This design comes from an exercise in tuning for a short achievable clock period and few clock cycles on the open sky130 flow, not from production work.
The RTL was checked by simulation tests, not by an equivalence proof against the original design.
Power and IR drop assume default switching activity.

==> 09-25 <==
## cpu_top
module cpu_top (
    input  logic                             clk,
    input  logic                             rstn,
    output logic [cpu_pipe_pkg::XLEN-1:0]    imem_addr_o,
    input  logic [cpu_pipe_pkg::XLEN-1:0]    imem_data_i,
    output logic [cpu_pipe_pkg::DMEM_AW-1:0] dmem_addr_o,
    output logic [cpu_pipe_pkg::XLEN-1:0]    dmem_wdata_o,
    output logic                             dmem_we_o,
    input  logic [cpu_pipe_pkg::XLEN-1:0]    dmem_rdata_i
);
export LEC_CHECK = 0
export CAP_MARGIN = 20
export CORE_MARGIN = 2
export CORE_UTILIZATION = 35
export SLEW_MARGIN = 20
create_clock -name core_clock -period 10.0 [get_ports {clk}]
standard.sh (not shown) runs the stock make flow with config.mk's settings and CLKGATE_MAP_FILE= SYNTH_SCRIPT=/design/flow/synth_recipe.tcl, a recipe that flattens the netlist after the stock synthesis.
==> flow/flow/run.sh <==
#!/bin/bash
# Standard ORFS layout (the standard.sh, unchanged synthesis and steps), with
# the resizer's setup repair aimed past the clock constraint: it keeps working
# until the setup slack reaches SETUP_SLACK_MARGIN ns. The full make output goes
# to standard_finish.log.
set -euo pipefail
bash standard.sh SETUP_SLACK_MARGIN=7 finish > standard_finish.log 2>&1
==> 03-22: changes against 09-25 <==
--- a/flow/design.v
+++ b/flow/design.v
@@ -96,18 +96,21 @@
     end
 endmodule
 module fetch_stage #(
     parameter int NBTB = 8
 ) (
     input  logic            clk,
     input  logic            rstn,
     input  logic            stall_i,
-    input  logic            flush_i,            
-    input  logic [31:0]     flush_target_i,
+    input  logic            ex_taken_i,         
+    input  logic            ex_redir_t_i,       
+    input  logic            ex_redir_nt_i,      
+    input  logic [31:0]     ex_target_t_i,
+    input  logic [31:0]     ex_target_nt_i,
     input  logic            id_redirect_i,      
     input  logic [31:0]     id_target_i,
     input  logic            btb_ins_i,          
     input  logic [31:0]     btb_ins_pc_i,
     input  logic [31:0]     btb_ins_target_i,
     input  logic [NBTB-1:0] btb_inv_i,          
     input  logic [31:0]     instr_i,
     output logic [31:0]     pc_o,
@@ -125,16 +128,18 @@
     logic [TW-1:0]    btb_tag [NBTB];
     logic [31:0]      btb_target [NBTB];
     logic [NBTB-1:0]  btb_ptr;       
     logic [NBTB-1:0]  hit;
     logic [NBTB-1:0]  ins_hit;
     logic             pred;
     logic [31:0]      pred_target;
     logic [31:0]      pc_next;
+    logic [31:0]      pc_if_t;
+    logic [31:0]      pc_if_nt;
     logic [31:0]      pc;
     logic [31:0]      pc_fetch;
     always_comb
     begin
         pred_target = '0;
         for (int i = 0; i < NBTB; i++)
         begin
             hit[i]     = btb_valid[i] && btb_tag[i] == pc[TW+1:2];
@@ -149,34 +154,37 @@
             pc_fetch = id_target_i;
         else if (stall_i)
             pc_fetch = pc;
         else if (pred)
             pc_fetch = pred_target;
         else
             pc_fetch = pc + 32'd4;
     end
-    assign pc_next = flush_i ? flush_target_i : pc_fetch;
+    assign pc_if_t  = ex_redir_t_i ? ex_target_t_i : pc_fetch;
+    assign pc_if_nt = ex_redir_nt_i ? ex_target_nt_i : pc_fetch;
+    assign pc_next  = ex_taken_i ? pc_if_t : pc_if_nt;
     always_ff @(posedge clk or negedge rstn)
     begin
         if (!rstn)
             pc <= cpu_pipe_pkg::RESET_PC;
         else
             pc <= pc_next;
     end
     always_ff @(posedge clk)
-        pc_o <= rstn ? pc_next : cpu_pipe_pkg::RESET_PC;
+        pc_o <= ex_taken_i ? (rstn ? pc_if_t : cpu_pipe_pkg::RESET_PC)
+                           : (rstn ? pc_if_nt : cpu_pipe_pkg::RESET_PC);
     always_ff @(posedge clk or negedge rstn)
     begin
         if (!rstn)
         begin
             if_id_valid_o <= 1'b0;
             if_id_pred_o  <= 1'b0;
         end
-        else if (flush_i || id_redirect_i)
+        else if (id_redirect_i)
         begin
             if_id_valid_o <= 1'b0;   
             if_id_pred_o  <= 1'b0;
         end
         else if (!stall_i)
         begin
             if_id_valid_o <= 1'b1;
             if_id_pred_o  <= pred;
@@ -395,18 +403,18 @@
     logic [31:0]     id_a;
     logic [31:0]     id_b;
     logic [31:0]     id_b_rest;
     logic [31:0]     id_rs1_sel;
     logic [31:0]     id_rs2_sel;
     logic            id_bubble;
     logic            id_valid;
     logic [31:0]     id_alu_b;
-    logic            flush;               
-    logic [31:0]     flush_target;
+    logic            ex_redirect;         
+    logic            kill;                
     logic [4:0]      id_ex_rd;
     logic            id_ex_mem_read;
     logic            id_ex_mem_write;
     logic            id_ex_is_branch;
     logic [3:0]      id_ex_br_cond;
     logic            id_ex_pred;          
     logic            id_ex_btb_pred;      
     logic            id_ex_redir_t;       
@@ -438,26 +446,26 @@
     logic [31:0]     ex_mem_wdata;
     logic            ex_mem_taken;
     logic            ex_mem_btb_pred;
     logic            ex_mem_redir_t;
     logic            ex_mem_redir_nt;
     logic [NBTB-1:0] ex_mem_hit;
     logic [31:0]     ex_mem_btb_pc;
     logic [31:0]     ex_mem_btb_target;
-    logic [31:0]     ex_mem_pc4;
     logic            mem_btb_ins;
     logic [NBTB-1:0] mem_btb_inv;
     logic [31:0]     mem_val;
     logic [cpu_pipe_pkg::DMEM_AW-1:0] dmem_addr_q;
     logic [4:0]      mem_wb_rd;
     logic [31:0]     mem_wb_val;
     fetch_stage #(.NBTB(NBTB)) u_fetch (
         .clk(clk), .rstn(rstn), .stall_i(stall),
-        .flush_i(flush), .flush_target_i(flush_target),
+        .ex_taken_i(ex_taken), .ex_redir_t_i(ex_redir_t), .ex_redir_nt_i(ex_redir_nt),
+        .ex_target_t_i(id_ex_target), .ex_target_nt_i(id_ex_pc4),
         .id_redirect_i(id_redirect), .id_target_i(id_target),
         .btb_ins_i(mem_btb_ins), .btb_ins_pc_i(ex_mem_btb_pc),
         .btb_ins_target_i(ex_mem_btb_target), .btb_inv_i(mem_btb_inv),
         .instr_i(imem_data_i), .pc_o(imem_addr_o),
         .if_id_valid_o(if_id_valid), .if_id_pc_o(if_id_pc), .if_id_instr_o(if_id_instr),
         .if_id_pred_o(if_id_pred), .if_id_pred_target_o(if_id_pred_target),
         .if_id_hit_o(if_id_hit), .if_id_rs1_sel_o(id_rs1_sel), .if_id_rs2_sel_o(id_rs2_sel)
     );
@@ -467,17 +475,17 @@
         .imm_o(id_imm), .imm_b_o(id_imm_b),
         .alu_op_o(id_alu_op), .alu_sub_o(id_alu_sub), .alu_src_imm_o(id_alu_src_imm),
         .mem_read_o(id_mem_read), .mem_write_o(id_mem_write),
         .is_branch_o(id_is_branch), .br_cond_o(id_br_cond)
     );
     assign id_rs1  = if_id_instr[19:15];
     assign id_rs2  = if_id_instr[24:20];
     assign id_back = if_id_instr[31];
-    assign id_valid = if_id_valid;
+    assign id_valid = if_id_valid && !kill;
     hazard_unit u_hazard (
         .id_valid_i(id_valid), .id_rs1_i(id_rs1), .id_rs2_i(id_rs2),
         .id_use_rs1_i(id_use_rs1), .id_use_rs2_i(id_use_rs2),
         .ex_rd_i(ex_rd), .ex_mem_read_i(id_ex_mem_read),
         .mem_rd_i(ex_mem_rd), .wb_rd_i(mem_wb_rd),
         .stall_o(stall), .ex_fwd_a_o(ex_fwd_a), .ex_fwd_b_o(ex_fwd_b),
         .id_mem_a_o(id_mem_a), .id_mem_b_o(id_mem_b),
         .id_wb_a_o(id_wb_a), .id_wb_b_o(id_wb_b)
@@ -488,17 +496,17 @@
         .wa_i(mem_wb_rd), .wd_i(mem_wb_val), .we_i(1'b1)
     );
     assign mem_val = ex_mem_mem_read ? dmem_rdata_i : ex_mem_y;
     assign id_a = ex_fwd_a ? ex_y : id_mem_a ? mem_val : id_wb_a ? mem_wb_val : rf_rd1;
     assign id_b_rest = id_mem_b ? mem_val : id_wb_b ? mem_wb_val : rf_rd2;
     assign id_b      = ex_fwd_b ? ex_y : id_b_rest;
     assign id_target   = if_id_pc + id_imm_b;
     assign id_redirect = id_valid && id_is_branch && id_back && !if_id_pred && !stall;
-    assign id_bubble   = !id_valid || stall || flush;
+    assign id_bubble   = !id_valid || stall;
     assign id_alu_b    = id_alu_src_imm ? id_imm
                        : ex_fwd_b ? (ex_y ^ {32{id_alu_sub}}) : (id_b_rest ^ {32{id_alu_sub}});
     always_ff @(posedge clk or negedge rstn)
     begin
         if (!rstn)
         begin
             id_ex_rd        <= '0;
             id_ex_mem_read  <= 1'b0;
@@ -536,45 +544,48 @@
         id_ex_alu_sub     <= id_alu_sub;
         id_ex_a           <= id_a;
         id_ex_b           <= id_b;
         id_ex_alu_b       <= id_alu_b;
         id_ex_pc          <= if_id_pc;
         id_ex_target      <= id_target;
         id_ex_pc4         <= if_id_pc + 32'd4;
     end
-    assign ex_valid_branch = id_ex_is_branch;
-    assign ex_rd           = id_ex_rd;
+    assign ex_valid_branch = id_ex_is_branch && !kill;
+    assign ex_rd           = kill ? 5'd0 : id_ex_rd;
     assign ex_a     = id_ex_a;
     assign ex_b_reg = id_ex_b;
     assign ex_b     = id_ex_alu_b;
     alu u_alu (.a_i(ex_a), .b_i(ex_b), .op_i(id_ex_alu_op), .sub_i(id_ex_alu_sub), .y_o(ex_y));
     assign ex_eq = id_ex_a == id_ex_b;
     assign ex_lt = $signed(id_ex_a) < $signed(id_ex_b);
     assign ex_taken = ex_valid_branch
                    && ((id_ex_br_cond[0] && ex_eq) || (id_ex_br_cond[1] && !ex_eq)
                     || (id_ex_br_cond[2] && ex_lt) || (id_ex_br_cond[3] && !ex_lt));
     assign ex_redir_t   = id_ex_redir_t || (id_ex_btb_pred && id_ex_pred_target != id_ex_target);
-    assign ex_redir_nt  = id_ex_pred;
+    assign ex_redir_nt  = id_ex_pred && !kill;
+    assign ex_redirect  = ex_taken ? ex_redir_t : ex_redir_nt;
     always_ff @(posedge clk or negedge rstn)
     begin
         if (!rstn)
         begin
+            kill             <= 1'b0;
             ex_mem_rd        <= '0;
             ex_mem_mem_read  <= 1'b0;
             ex_mem_mem_write <= 1'b0;
             ex_mem_taken     <= 1'b0;
             ex_mem_btb_pred  <= 1'b0;
             ex_mem_redir_t   <= 1'b0;
             ex_mem_redir_nt  <= 1'b0;
             mem_wb_rd        <= '0;
         end
         else
         begin
-            if (flush)
+            kill <= ex_redirect;
+            if (kill)
             begin   
                 ex_mem_rd        <= '0;
                 ex_mem_mem_read  <= 1'b0;
                 ex_mem_mem_write <= 1'b0;
                 ex_mem_taken     <= 1'b0;
                 ex_mem_btb_pred  <= 1'b0;
                 ex_mem_redir_t   <= 1'b0;
                 ex_mem_redir_nt  <= 1'b0;
@@ -594,21 +605,18 @@
     end
     always_ff @(posedge clk)
     begin
         ex_mem_y          <= ex_y;
         ex_mem_wdata      <= ex_b_reg;
         ex_mem_hit        <= id_ex_hit;
         ex_mem_btb_pc     <= id_ex_pc;
         ex_mem_btb_target <= id_ex_target;
-        ex_mem_pc4        <= id_ex_pc4;
         mem_wb_val        <= mem_val;
     end
-    assign flush        = ex_mem_taken ? ex_mem_redir_t : ex_mem_redir_nt;
-    assign flush_target = ex_mem_taken ? ex_mem_btb_target : ex_mem_pc4;
     assign mem_btb_ins = ex_mem_taken && !ex_mem_btb_pred;
     assign mem_btb_inv = (ex_mem_btb_pred && (ex_mem_taken ? ex_mem_redir_t : ex_mem_redir_nt))
                        ? ex_mem_hit : '0;
     always_ff @(posedge clk)
         dmem_addr_q <= (id_ex_mem_read || id_ex_mem_write)
                      ? ex_y[cpu_pipe_pkg::DMEM_AW+1:2] : '0;   
     assign dmem_addr_o  = dmem_addr_q;
     assign dmem_wdata_o = ex_mem_wdata;
CORE_UTILIZATION = 40   (was 35)
==> 02-18: changes against 09-25 <==
--- a/flow/design.v
+++ b/flow/design.v
@@ -55,18 +55,18 @@
                | ({32{op_i[2]}} & (a_i ^ b_i))
                | ({32{op_i[3]}} & sh_l)
                | ({32{op_i[4] | op_i[5]}} & sh_r)
                | ({32{op_i[6]}} & sum);
 endmodule
 module reg_file (
     input  logic        clk,
     input  logic        rstn,
-    input  logic [31:0] ra1_i,    
-    input  logic [31:0] ra2_i,    
+    input  logic [4:0]  ra1_i,
+    input  logic [4:0]  ra2_i,
     output logic [31:0] rd1_o,
     output logic [31:0] rd2_o,
     input  logic [4:0]  wa_i,
     input  logic [31:0] wd_i,
     input  logic        we_i
 );
     logic [31:0] regs [32];
     always_ff @(posedge clk or negedge rstn)
@@ -79,26 +79,18 @@
         else
         begin
             for (int i = 1; i < 32; i++)
                 if (we_i && wa_i == 5'(i))
                     regs[i] <= wd_i;
         end
     end
     assign regs[0] = '0;
-    always_comb
-    begin
-        rd1_o = '0;
-        rd2_o = '0;
-        for (int i = 1; i < 32; i++)
-        begin
-            rd1_o = rd1_o | ({32{ra1_i[i]}} & regs[i]);
-            rd2_o = rd2_o | ({32{ra2_i[i]}} & regs[i]);
-        end
-    end
+    assign rd1_o = regs[ra1_i];
+    assign rd2_o = regs[ra2_i];
 endmodule
 module fetch_stage #(
     parameter int NBTB = 8
 ) (
     input  logic            clk,
     input  logic            rstn,
     input  logic            stall_i,
     input  logic            flush_i,            
@@ -111,64 +103,59 @@
     input  logic [NBTB-1:0] btb_inv_i,          
     input  logic [31:0]     instr_i,
     output logic [31:0]     pc_o,
     output logic            if_id_valid_o,
     output logic [31:0]     if_id_pc_o,
     output logic [31:0]     if_id_instr_o,
     output logic            if_id_pred_o,       
     output logic [31:0]     if_id_pred_target_o,
-    output logic [NBTB-1:0] if_id_hit_o,
-    output logic [31:0]     if_id_rs1_sel_o,    
-    output logic [31:0]     if_id_rs2_sel_o
+    output logic [NBTB-1:0] if_id_hit_o
 );
     localparam int TW = 12;   
     logic [NBTB-1:0]  btb_valid;
     logic [TW-1:0]    btb_tag [NBTB];
     logic [31:0]      btb_target [NBTB];
     logic [NBTB-1:0]  btb_ptr;       
     logic [NBTB-1:0]  hit;
     logic [NBTB-1:0]  ins_hit;
     logic             pred;
     logic [31:0]      pred_target;
     logic [31:0]      pc_next;
-    logic [31:0]      pc;
     logic [31:0]      pc_fetch;
     always_comb
     begin
         pred_target = '0;
         for (int i = 0; i < NBTB; i++)
         begin
-            hit[i]     = btb_valid[i] && btb_tag[i] == pc[TW+1:2];
+            hit[i]     = btb_valid[i] && btb_tag[i] == pc_o[TW+1:2];
             ins_hit[i] = btb_valid[i] && btb_tag[i] == btb_ins_pc_i[TW+1:2];
             pred_target = pred_target | ({32{hit[i]}} & btb_target[i]);
         end
         pred = |hit;
     end
     always_comb
     begin
         if (id_redirect_i)
             pc_fetch = id_target_i;
         else if (stall_i)
-            pc_fetch = pc;
+            pc_fetch = pc_o;
         else if (pred)
             pc_fetch = pred_target;
         else
-            pc_fetch = pc + 32'd4;
+            pc_fetch = pc_o + 32'd4;
     end
     assign pc_next = flush_i ? flush_target_i : pc_fetch;
     always_ff @(posedge clk or negedge rstn)
     begin
         if (!rstn)
-            pc <= cpu_pipe_pkg::RESET_PC;
+            pc_o <= cpu_pipe_pkg::RESET_PC;
         else
-            pc <= pc_next;
+            pc_o <= pc_next;
     end
-    always_ff @(posedge clk)
-        pc_o <= rstn ? pc_next : cpu_pipe_pkg::RESET_PC;
     always_ff @(posedge clk or negedge rstn)
     begin
         if (!rstn)
         begin
             if_id_valid_o <= 1'b0;
             if_id_pred_o  <= 1'b0;
         end
         else if (flush_i || id_redirect_i)
@@ -181,22 +168,20 @@
             if_id_valid_o <= 1'b1;
             if_id_pred_o  <= pred;
         end
     end
     always_ff @(posedge clk)
     begin
         if (!stall_i)
         begin
-            if_id_pc_o          <= pc;
+            if_id_pc_o          <= pc_o;
             if_id_instr_o       <= instr_i;
             if_id_pred_target_o <= pred_target;
             if_id_hit_o         <= hit;
-            if_id_rs1_sel_o     <= 32'b1 << instr_i[19:15];
-            if_id_rs2_sel_o     <= 32'b1 << instr_i[24:20];
         end
     end
     always_ff @(posedge clk or negedge rstn)
     begin
         if (!rstn)
         begin
             btb_valid <= '0;
             btb_ptr   <= NBTB'(1);
@@ -389,36 +374,36 @@
     logic            id_mem_a;
     logic            id_mem_b;
     logic            id_wb_a;
     logic            id_wb_b;
     logic [31:0]     rf_rd1;
     logic [31:0]     rf_rd2;
     logic [31:0]     id_a;
     logic [31:0]     id_b;
-    logic [31:0]     id_b_rest;
-    logic [31:0]     id_rs1_sel;
-    logic [31:0]     id_rs2_sel;
     logic            id_bubble;
     logic            id_valid;
     logic [31:0]     id_alu_b;
     logic            flush;               
     logic [31:0]     flush_target;
     logic [4:0]      id_ex_rd;
     logic            id_ex_mem_read;
     logic            id_ex_mem_write;
     logic            id_ex_is_branch;
     logic [3:0]      id_ex_br_cond;
     logic            id_ex_pred;          
     logic            id_ex_btb_pred;      
     logic            id_ex_redir_t;       
     logic [31:0]     id_ex_pred_target;
     logic [NBTB-1:0] id_ex_hit;
+    logic            id_ex_fwd_a;
+    logic            id_ex_fwd_b;
     logic [6:0]      id_ex_alu_op;
     logic            id_ex_alu_sub;
+    logic            id_ex_fwd_alu_b;
     logic [31:0]     id_ex_alu_b;
     logic [31:0]     id_ex_a;
     logic [31:0]     id_ex_b;
     logic [31:0]     id_ex_pc;
     logic [31:0]     id_ex_target;
     logic [31:0]     id_ex_pc4;
     logic            ex_valid_branch;
     logic [4:0]      ex_rd;
@@ -442,29 +427,28 @@
     logic            ex_mem_redir_nt;
     logic [NBTB-1:0] ex_mem_hit;
     logic [31:0]     ex_mem_btb_pc;
     logic [31:0]     ex_mem_btb_target;
     logic [31:0]     ex_mem_pc4;
     logic            mem_btb_ins;
     logic [NBTB-1:0] mem_btb_inv;
     logic [31:0]     mem_val;
-    logic [cpu_pipe_pkg::DMEM_AW-1:0] dmem_addr_q;
     logic [4:0]      mem_wb_rd;
     logic [31:0]     mem_wb_val;
     fetch_stage #(.NBTB(NBTB)) u_fetch (
         .clk(clk), .rstn(rstn), .stall_i(stall),
         .flush_i(flush), .flush_target_i(flush_target),
         .id_redirect_i(id_redirect), .id_target_i(id_target),
         .btb_ins_i(mem_btb_ins), .btb_ins_pc_i(ex_mem_btb_pc),
         .btb_ins_target_i(ex_mem_btb_target), .btb_inv_i(mem_btb_inv),
         .instr_i(imem_data_i), .pc_o(imem_addr_o),
         .if_id_valid_o(if_id_valid), .if_id_pc_o(if_id_pc), .if_id_instr_o(if_id_instr),
         .if_id_pred_o(if_id_pred), .if_id_pred_target_o(if_id_pred_target),
-        .if_id_hit_o(if_id_hit), .if_id_rs1_sel_o(id_rs1_sel), .if_id_rs2_sel_o(id_rs2_sel)
+        .if_id_hit_o(if_id_hit)
     );
     decode_unit u_decode (
         .instr_i(if_id_instr),
         .use_rs1_o(id_use_rs1), .use_rs2_o(id_use_rs2), .rd_o(id_rd),
         .imm_o(id_imm), .imm_b_o(id_imm_b),
         .alu_op_o(id_alu_op), .alu_sub_o(id_alu_sub), .alu_src_imm_o(id_alu_src_imm),
         .mem_read_o(id_mem_read), .mem_write_o(id_mem_write),
         .is_branch_o(id_is_branch), .br_cond_o(id_br_cond)
@@ -478,29 +462,27 @@
         .id_use_rs1_i(id_use_rs1), .id_use_rs2_i(id_use_rs2),
         .ex_rd_i(ex_rd), .ex_mem_read_i(id_ex_mem_read),
         .mem_rd_i(ex_mem_rd), .wb_rd_i(mem_wb_rd),
         .stall_o(stall), .ex_fwd_a_o(ex_fwd_a), .ex_fwd_b_o(ex_fwd_b),
         .id_mem_a_o(id_mem_a), .id_mem_b_o(id_mem_b),
         .id_wb_a_o(id_wb_a), .id_wb_b_o(id_wb_b)
     );
     reg_file u_rf (
-        .clk(clk), .rstn(rstn), .ra1_i(id_rs1_sel), .ra2_i(id_rs2_sel),
+        .clk(clk), .rstn(rstn), .ra1_i(id_rs1), .ra2_i(id_rs2),
         .rd1_o(rf_rd1), .rd2_o(rf_rd2),
         .wa_i(mem_wb_rd), .wd_i(mem_wb_val), .we_i(1'b1)
     );
     assign mem_val = ex_mem_mem_read ? dmem_rdata_i : ex_mem_y;
-    assign id_a = ex_fwd_a ? ex_y : id_mem_a ? mem_val : id_wb_a ? mem_wb_val : rf_rd1;
-    assign id_b_rest = id_mem_b ? mem_val : id_wb_b ? mem_wb_val : rf_rd2;
-    assign id_b      = ex_fwd_b ? ex_y : id_b_rest;
+    assign id_a = id_mem_a ? mem_val : id_wb_a ? mem_wb_val : rf_rd1;
+    assign id_b = id_mem_b ? mem_val : id_wb_b ? mem_wb_val : rf_rd2;
     assign id_target   = if_id_pc + id_imm_b;
     assign id_redirect = id_valid && id_is_branch && id_back && !if_id_pred && !stall;
     assign id_bubble   = !id_valid || stall || flush;
-    assign id_alu_b    = id_alu_src_imm ? id_imm
-                       : ex_fwd_b ? (ex_y ^ {32{id_alu_sub}}) : (id_b_rest ^ {32{id_alu_sub}});
+    assign id_alu_b    = id_alu_src_imm ? id_imm : (id_alu_sub ? ~id_b : id_b);
     always_ff @(posedge clk or negedge rstn)
     begin
         if (!rstn)
         begin
             id_ex_rd        <= '0;
             id_ex_mem_read  <= 1'b0;
             id_ex_mem_write <= 1'b0;
             id_ex_is_branch <= 1'b0;
@@ -527,33 +509,55 @@
         end
     end
     always_ff @(posedge clk)
     begin
         id_ex_br_cond     <= id_br_cond;
         id_ex_redir_t     <= !(if_id_pred || (id_is_branch && id_back));
         id_ex_pred_target <= if_id_pred_target;
         id_ex_hit         <= if_id_hit;
+        id_ex_fwd_a       <= ex_fwd_a;
+        id_ex_fwd_b       <= ex_fwd_b;
+        id_ex_fwd_alu_b   <= ex_fwd_b && !id_alu_src_imm;
         id_ex_alu_op      <= id_alu_op;
         id_ex_alu_sub     <= id_alu_sub;
         id_ex_a           <= id_a;
         id_ex_b           <= id_b;
         id_ex_alu_b       <= id_alu_b;
         id_ex_pc          <= if_id_pc;
         id_ex_target      <= id_target;
         id_ex_pc4         <= if_id_pc + 32'd4;
     end
     assign ex_valid_branch = id_ex_is_branch;
     assign ex_rd           = id_ex_rd;
-    assign ex_a     = id_ex_a;
-    assign ex_b_reg = id_ex_b;
-    assign ex_b     = id_ex_alu_b;
+    assign ex_a     = id_ex_fwd_a ? ex_mem_y : id_ex_a;
+    assign ex_b_reg = id_ex_fwd_b ? ex_mem_y : id_ex_b;
+    assign ex_b     = id_ex_fwd_alu_b ? (ex_mem_y ^ {32{id_ex_alu_sub}}) : id_ex_alu_b;
     alu u_alu (.a_i(ex_a), .b_i(ex_b), .op_i(id_ex_alu_op), .sub_i(id_ex_alu_sub), .y_o(ex_y));
-    assign ex_eq = id_ex_a == id_ex_b;
-    assign ex_lt = $signed(id_ex_a) < $signed(id_ex_b);
+    always_comb
+    begin
+        case ({id_ex_fwd_a, id_ex_fwd_b})
+            2'b00: begin
+                ex_eq = id_ex_a == id_ex_b;
+                ex_lt = $signed(id_ex_a) < $signed(id_ex_b);
+            end
+            2'b10: begin
+                ex_eq = ex_mem_y == id_ex_b;
+                ex_lt = $signed(ex_mem_y) < $signed(id_ex_b);
+            end
+            2'b01: begin
+                ex_eq = id_ex_a == ex_mem_y;
+                ex_lt = $signed(id_ex_a) < $signed(ex_mem_y);
+            end
+            default: begin
+                ex_eq = 1'b1;
+                ex_lt = 1'b0;
+            end
+        endcase
+    end
     assign ex_taken = ex_valid_branch
                    && ((id_ex_br_cond[0] && ex_eq) || (id_ex_br_cond[1] && !ex_eq)
                     || (id_ex_br_cond[2] && ex_lt) || (id_ex_br_cond[3] && !ex_lt));
     assign ex_redir_t   = id_ex_redir_t || (id_ex_btb_pred && id_ex_pred_target != id_ex_target);
     assign ex_redir_nt  = id_ex_pred;
     always_ff @(posedge clk or negedge rstn)
     begin
         if (!rstn)
@@ -602,15 +606,12 @@
         ex_mem_pc4        <= id_ex_pc4;
         mem_wb_val        <= mem_val;
     end
     assign flush        = ex_mem_taken ? ex_mem_redir_t : ex_mem_redir_nt;
     assign flush_target = ex_mem_taken ? ex_mem_btb_target : ex_mem_pc4;
     assign mem_btb_ins = ex_mem_taken && !ex_mem_btb_pred;
     assign mem_btb_inv = (ex_mem_btb_pred && (ex_mem_taken ? ex_mem_redir_t : ex_mem_redir_nt))
                        ? ex_mem_hit : '0;
-    always_ff @(posedge clk)
-        dmem_addr_q <= (id_ex_mem_read || id_ex_mem_write)
-                     ? ex_y[cpu_pipe_pkg::DMEM_AW+1:2] : '0;   
-    assign dmem_addr_o  = dmem_addr_q;
+    assign dmem_addr_o  = ex_mem_y[cpu_pipe_pkg::DMEM_AW+1:2];   
     assign dmem_wdata_o = ex_mem_wdata;
     assign dmem_we_o    = ex_mem_mem_write;
 endmodule
==> flow/run.sh (new file) <==
#!/bin/bash
# synth_recipe.tcl (not shown) runs the flow's synth.tcl, then flattens the netlist and writes it again
# the make line also repeats each setting of config.mk as NAME=value (left out here)
make -C /OpenROAD-flow-scripts/flow DESIGN_CONFIG=/design/flow/config.mk WORK_HOME=/design/flow/orfs CLKGATE_MAP_FILE= SYNTH_SCRIPT=/design/flow/synth_recipe.tcl finish
CORE_UTILIZATION = 40   (was 35)
SETUP_SLACK_MARGIN = 5   (was not set)
removed: flow/flow/run.sh
removed: flow/standard.sh
==> summary.txt <==
Run status
  – Run status: finished clean

Floorplan
  – Number of standard-cell rows in the floorplan: 176
  – Area of the die: 235000 µm²

Routing
  – Router iterations before antenna repair: 12
  – Amount of wire on met2 after detailed routing: approximately 160 mm

Global route
  – Met1 usage: 40.9%

Yosys
  – Register area share after synthesis: 52.6%
  – Commonest cells post-synth: dfrtp_1, mux2_2, a22oi_1

Power
  – Worst voltage drop across the vdd grid: 0.161 mV
  – Power share of the combinational group: 7.1%

Timing
  – Worst max-slew margin expressed relative to the limit: between 10% and 20%
Source of the figures above: 02-18

==> summary.txt <==
Clock tree
  – Hold buffers post-CTS: 0

Floorplan
  – Number of standard-cell rows in the floorplan: 191
  – Area of the die: 276000 µm²

Timing
  – Fin Clk Skew: between 0.09 and 0.1 ns
  – Worst max-slew margin expressed relative to the limit: about 18%

Worst setup path
  – Critical Path Sink Type: primary output
  – CP startpoint kind: register

Finish
  – Storage cell area: between 50000 and 60000 µm²
  – Final standard cell area without fillers: 117000 µm²

Run status
  – Run status: finished clean

Yosys
  – Fraction of the mapped netlist area in simple logic gates: 7.58%
  – Syn nets: 8095
  – Register area share after synthesis: 53.9%
  – Commonest cells post-synth: dfrtp_1, mux2_2, edfxtp_1
  – XOR/XNOR Fraction of Synth Area: 3.00%

Placed design
  – RD Place Congestion: 0.975
  – Instance area at placement: 101000 µm²

Routing
  – Amount of wire on met2 after detailed routing: 179 mm
  – Router iterations before antenna repair: 12

Power
  – Worst voltage drop across the vdd grid: around 0.16 mV
  – Power Total: a little under 0.02 W
  – Power share of the combinational group: 8.6%
Source of the figures above: 09-25

==> summary.txt <==
Worst setup path
  – WP data required: 10.85 ns

Yosys
  – Commonest cells post-synth: dfrtp_1, mux2_2, edfxtp_1
  – Register area share after synthesis: 53.9%
  – Adder-cell area share of the yosys netlist: approximately 1.8%

Floorplan
  – Number of standard-cell rows in the floorplan: ~180
  – Area of the die: 239000 µm²

Global route
  – Initial antenna violation count: 21
  – Met1 usage: 44.8%

Power
  – Worst voltage drop across the vdd grid: 0.155 mV
  – Internal power summed over all cells: 0.0141 W
  – Power of the clock network: 0.00820 W

Run status
  – Run status: finished clean

Finish
  – Top cell category: registers

Routing
  – Router iterations before antenna repair: 13
Source of the figures above: 03-22

Testbench counts of 09-25, summed over its fixed seeds: cycles 174,028.
Testbench counts of 03-22, summed over its fixed seeds: cycles 169,041.
Testbench counts of 02-18, summed over its fixed seeds: cycles 174,028.

[re-timing with driven ports]
How much do the figures lean on ideal ports? The routed layouts below were timed once more, with nothing changed but the port constraints.
Step 1: set_driving_cell puts a clkbuf_16 on clk and a buf_2 on each other input, an assumption about the parent block.
Step 2, shift: input delay + t, output delay - t, t = (earliest + latest rising clock arrival at the registers) / 2. This alone moves slack from input paths to output paths.
Slacks: ideal / step 1 / step 2; pairs: ideal / step 1.
run | t, ns | setup slack, ns | worst hold slack (ns) | pins driven straight from the clock port
09-25 | 0.960 | 6.579 / 6.483 / 6.032 | 0.256 / 0.256 / 0.256 | 1
03-22 | 0.955 | 6.369 / 6.369 / 5.791 | 0.307 / 0.307 / 0.307 | 1
02-18 | 0.946 | 5.234 / 5.220 / 5.234 | 0.308 / 0.308 / 0.308 | 1
After both steps every run listed still meets setup and hold. The setup slack of 03-22, which loses most, moves by 0.000 ns with the drivers and by -0.578 ns with both steps.
